Context: an optimization exercise on an open-source flow, tuned for small area and few clock cycles. The choices shown serve that exercise and are no tape-out recipe.
In this exercise RTL edits were held to simulation tests only and were not proved equivalent to the original.
Power figures rest on the tool's default switching activity, not on a simulated workload.

P:
==> module operand_buffer, before the edit <==
module operand_buffer (
    input  logic        clk,
    input  logic        rst_n,
    input  logic        i_wr,         
    input  logic        i_wr_b,       
    input  logic [3:0]  i_waddr,
    input  logic [31:0] i_wdata,
    output logic [4:0]  o_phase,      
    output logic        o_pending,    
    output logic [31:0] o_a_row,
    output logic [31:0] o_b_row
);
    localparam int L = RING_LEN;
    logic [31:0] r_a [L];
    logic [31:0] r_b [L];
    logic        r_pend;
    logic        r_pend_b;
    logic [3:0]  r_waddr;
    logic [31:0] r_wdata;
    logic [4:0]  r_phase;
    logic [5:0] w_s0, w_s6, w_s12;
    logic [4:0] w_r0, w_r6, w_r12;
    assign w_s0  = {1'b0, r_phase} + 6'd1;
    assign w_s6  = {1'b0, r_phase} + 6'd7;
    assign w_s12 = {1'b0, r_phase} + 6'd13;
    assign w_r0  = (w_s0  >= 6'd17) ? 5'(w_s0  - 6'd17) : w_s0[4:0];
    assign w_r6  = (w_s6  >= 6'd17) ? 5'(w_s6  - 6'd17) : w_s6[4:0];
    assign w_r12 = (w_s12 >= 6'd17) ? 5'(w_s12 - 6'd17) : w_s12[4:0];
    logic w_ins0, w_ins6, w_ins12;
    assign w_ins0  = r_pend && (w_r0  == {1'b0, r_waddr});
    assign w_ins6  = r_pend && (w_r6  == {1'b0, r_waddr});
    assign w_ins12 = r_pend && (w_r12 == {1'b0, r_waddr});
    always_ff @(posedge clk) begin
        if (!rst_n) begin
            r_phase <= '0;
            r_pend  <= 1'b0;
        end else begin
            r_phase <= (r_phase == 5'(L - 1)) ? 5'd0 : r_phase + 5'd1;
            if (i_wr) begin
                r_pend <= 1'b1;
            end else if (w_ins0 || w_ins6 || w_ins12) begin
                r_pend <= 1'b0;
            end
        end
    end
    always_ff @(posedge clk) begin
        if (i_wr) begin
            r_pend_b <= i_wr_b;
            r_waddr  <= i_waddr;
            r_wdata  <= i_wdata;
        end
    end
    always_ff @(posedge clk) begin
        for (int j = 0; j < L; j++) begin
            if ((j == 0 && w_ins0) || (j == 6 && w_ins6) || (j == 12 && w_ins12)) begin
                r_a[j] <= r_pend_b ? r_a[(j + 1) % L] : r_wdata;
                r_b[j] <= r_pend_b ? r_wdata : r_b[(j + 1) % L];
            end else begin
                r_a[j] <= r_a[(j + 1) % L];
                r_b[j] <= r_b[(j + 1) % L];
            end
        end
    end
    assign o_phase   = r_phase;
    assign o_pending = r_pend;
    assign o_a_row   = r_a[0];
    assign o_b_row   = r_b[0];
endmodule
Settings: LEC_CHECK=0, ABC_AREA=1, CAP_MARGIN=20, CORE_MARGIN=2, CORE_UTILIZATION=40, PLACE_DENSITY=0.75, SLEW_MARGIN=20; clock period 10.0 ns.
standard.sh (not shown) runs the stock make flow with config.mk's settings and CLKGATE_MAP_FILE= SYNTH_SCRIPT=/design/flow/synth_recipe.tcl, a recipe that flattens the netlist after the stock synthesis.
==> flow/flow/run.sh <==
#!/bin/bash
set -euo pipefail
export CTS_ARGS="-sink_clustering_enable -repair_clock_nets -dont_use_dummy_load -buf_list sky130_fd_sc_hd__clkbuf_8 -sink_clustering_size 20 -sink_clustering_max_diameter 50"
bash standard.sh > standard.log 2>&1
Testbench counts of P, summed over its fixed seeds: cycles 45,483.
Edits applied to the flow inputs when going from P to Q:
diff --git a/flow/design.v b/flow/design.v
--- a/flow/design.v
+++ b/flow/design.v
@@ -115,29 +115,24 @@
     logic        r_pend_b;
     logic [3:0]  r_waddr;
     logic [31:0] r_wdata;
     logic [4:0]  r_phase;
-    logic [5:0] w_s0, w_s6, w_s12;
-    logic [4:0] w_r0, w_r6, w_r12;
-    assign w_s0  = {1'b0, r_phase} + 6'd1;
-    assign w_s6  = {1'b0, r_phase} + 6'd7;
-    assign w_s12 = {1'b0, r_phase} + 6'd13;
-    assign w_r0  = (w_s0  >= 6'd17) ? 5'(w_s0  - 6'd17) : w_s0[4:0];
-    assign w_r6  = (w_s6  >= 6'd17) ? 5'(w_s6  - 6'd17) : w_s6[4:0];
-    assign w_r12 = (w_s12 >= 6'd17) ? 5'(w_s12 - 6'd17) : w_s12[4:0];
-    logic w_ins0, w_ins6, w_ins12;
-    assign w_ins0  = r_pend && (w_r0  == {1'b0, r_waddr});
-    assign w_ins6  = r_pend && (w_r6  == {1'b0, r_waddr});
-    assign w_ins12 = r_pend && (w_r12 == {1'b0, r_waddr});
+    logic [4:0] w_t10, w_t4;
+    assign w_t10 = (r_waddr >= 4'd11) ? 5'(r_waddr - 4'd11) : 5'(r_waddr) + 5'd6;
+    assign w_t4  = (r_waddr >= 4'd5)  ? 5'(r_waddr - 4'd5)  : 5'(r_waddr) + 5'd12;
+    logic w_ins16, w_ins10, w_ins4;
+    assign w_ins16 = r_pend && (r_phase == {1'b0, r_waddr});
+    assign w_ins10 = r_pend && (r_phase == w_t10);
+    assign w_ins4  = r_pend && (r_phase == w_t4);
     always_ff @(posedge clk) begin
         if (!rst_n) begin
             r_phase <= '0;
             r_pend  <= 1'b0;
         end else begin
             r_phase <= (r_phase == 5'(L - 1)) ? 5'd0 : r_phase + 5'd1;
             if (i_wr) begin
                 r_pend <= 1'b1;
-            end else if (w_ins0 || w_ins6 || w_ins12) begin
+            end else if (w_ins16 || w_ins10 || w_ins4) begin
                 r_pend <= 1'b0;
             end
         end
     end
@@ -149,9 +144,9 @@
         end
     end
     always_ff @(posedge clk) begin
         for (int j = 0; j < L; j++) begin
-            if ((j == 0 && w_ins0) || (j == 6 && w_ins6) || (j == 12 && w_ins12)) begin
+            if ((j == 16 && w_ins16) || (j == 10 && w_ins10) || (j == 4 && w_ins4)) begin
                 r_a[j] <= r_pend_b ? r_a[(j + 1) % L] : r_wdata;
                 r_b[j] <= r_pend_b ? r_wdata : r_b[(j + 1) % L];
             end else begin
                 r_a[j] <= r_a[(j + 1) % L];
[summary]
- Diff P -> Q: overall power after layout now sits higher, routing usage on met1 now sits lower, wire length now sits lower, fraction of the mapped netlist area in adder cells now sits higher, max-slew violation total from the final report now sits at about the same level.
- Delta (Q minus P): filler cell count now smaller; design area now smaller.
- Origin of the worst setup path: u_buf.r_phase[2] -> P, u_buf.r_phase[3] -> Q
- In the tables for Q and P, hold slack reads lower with Q.
Testbench counts of Q, summed over its fixed seeds: cycles 45,483.

separate check: timing with driven ports:
The results above use ideal ports. As a check the final layouts listed here were re-extracted and re-timed, cells and wires unchanged.
Step 1 (the two cells are an assumption about what drives the block):
set clk [get_ports {clk}]
set_driving_cell -lib_cell sky130_fd_sc_hd__clkbuf_16 $clk
set_driving_cell -lib_cell sky130_fd_sc_hd__buf_2 [delete_from_list [all_inputs] $clk]
Step 2 times the ports against the registers' clock, not the clock port: input delays grow and output delays shrink by t, the midpoint of the rising clock arrivals with the driver on.
Three values: no drivers, after step 1, after step 2; two values: the first two.
run | t (ns) | slack for setup (ns) | worst hold slack (ns) | worst register clock-pin slew, ns | pins driven straight from the clock port
P | 0.812 | 0.552 / 0.552 / 0.552 | 0.257 / 0.257 / 0.257 | 0.12 / 0.12 | 1
Q | 0.765 | 0.394 / 0.394 / 0.394 | 0.247 / 0.247 / 0.247 | 0.12 / 0.12 | 1
After both steps every run listed still meets setup and hold.
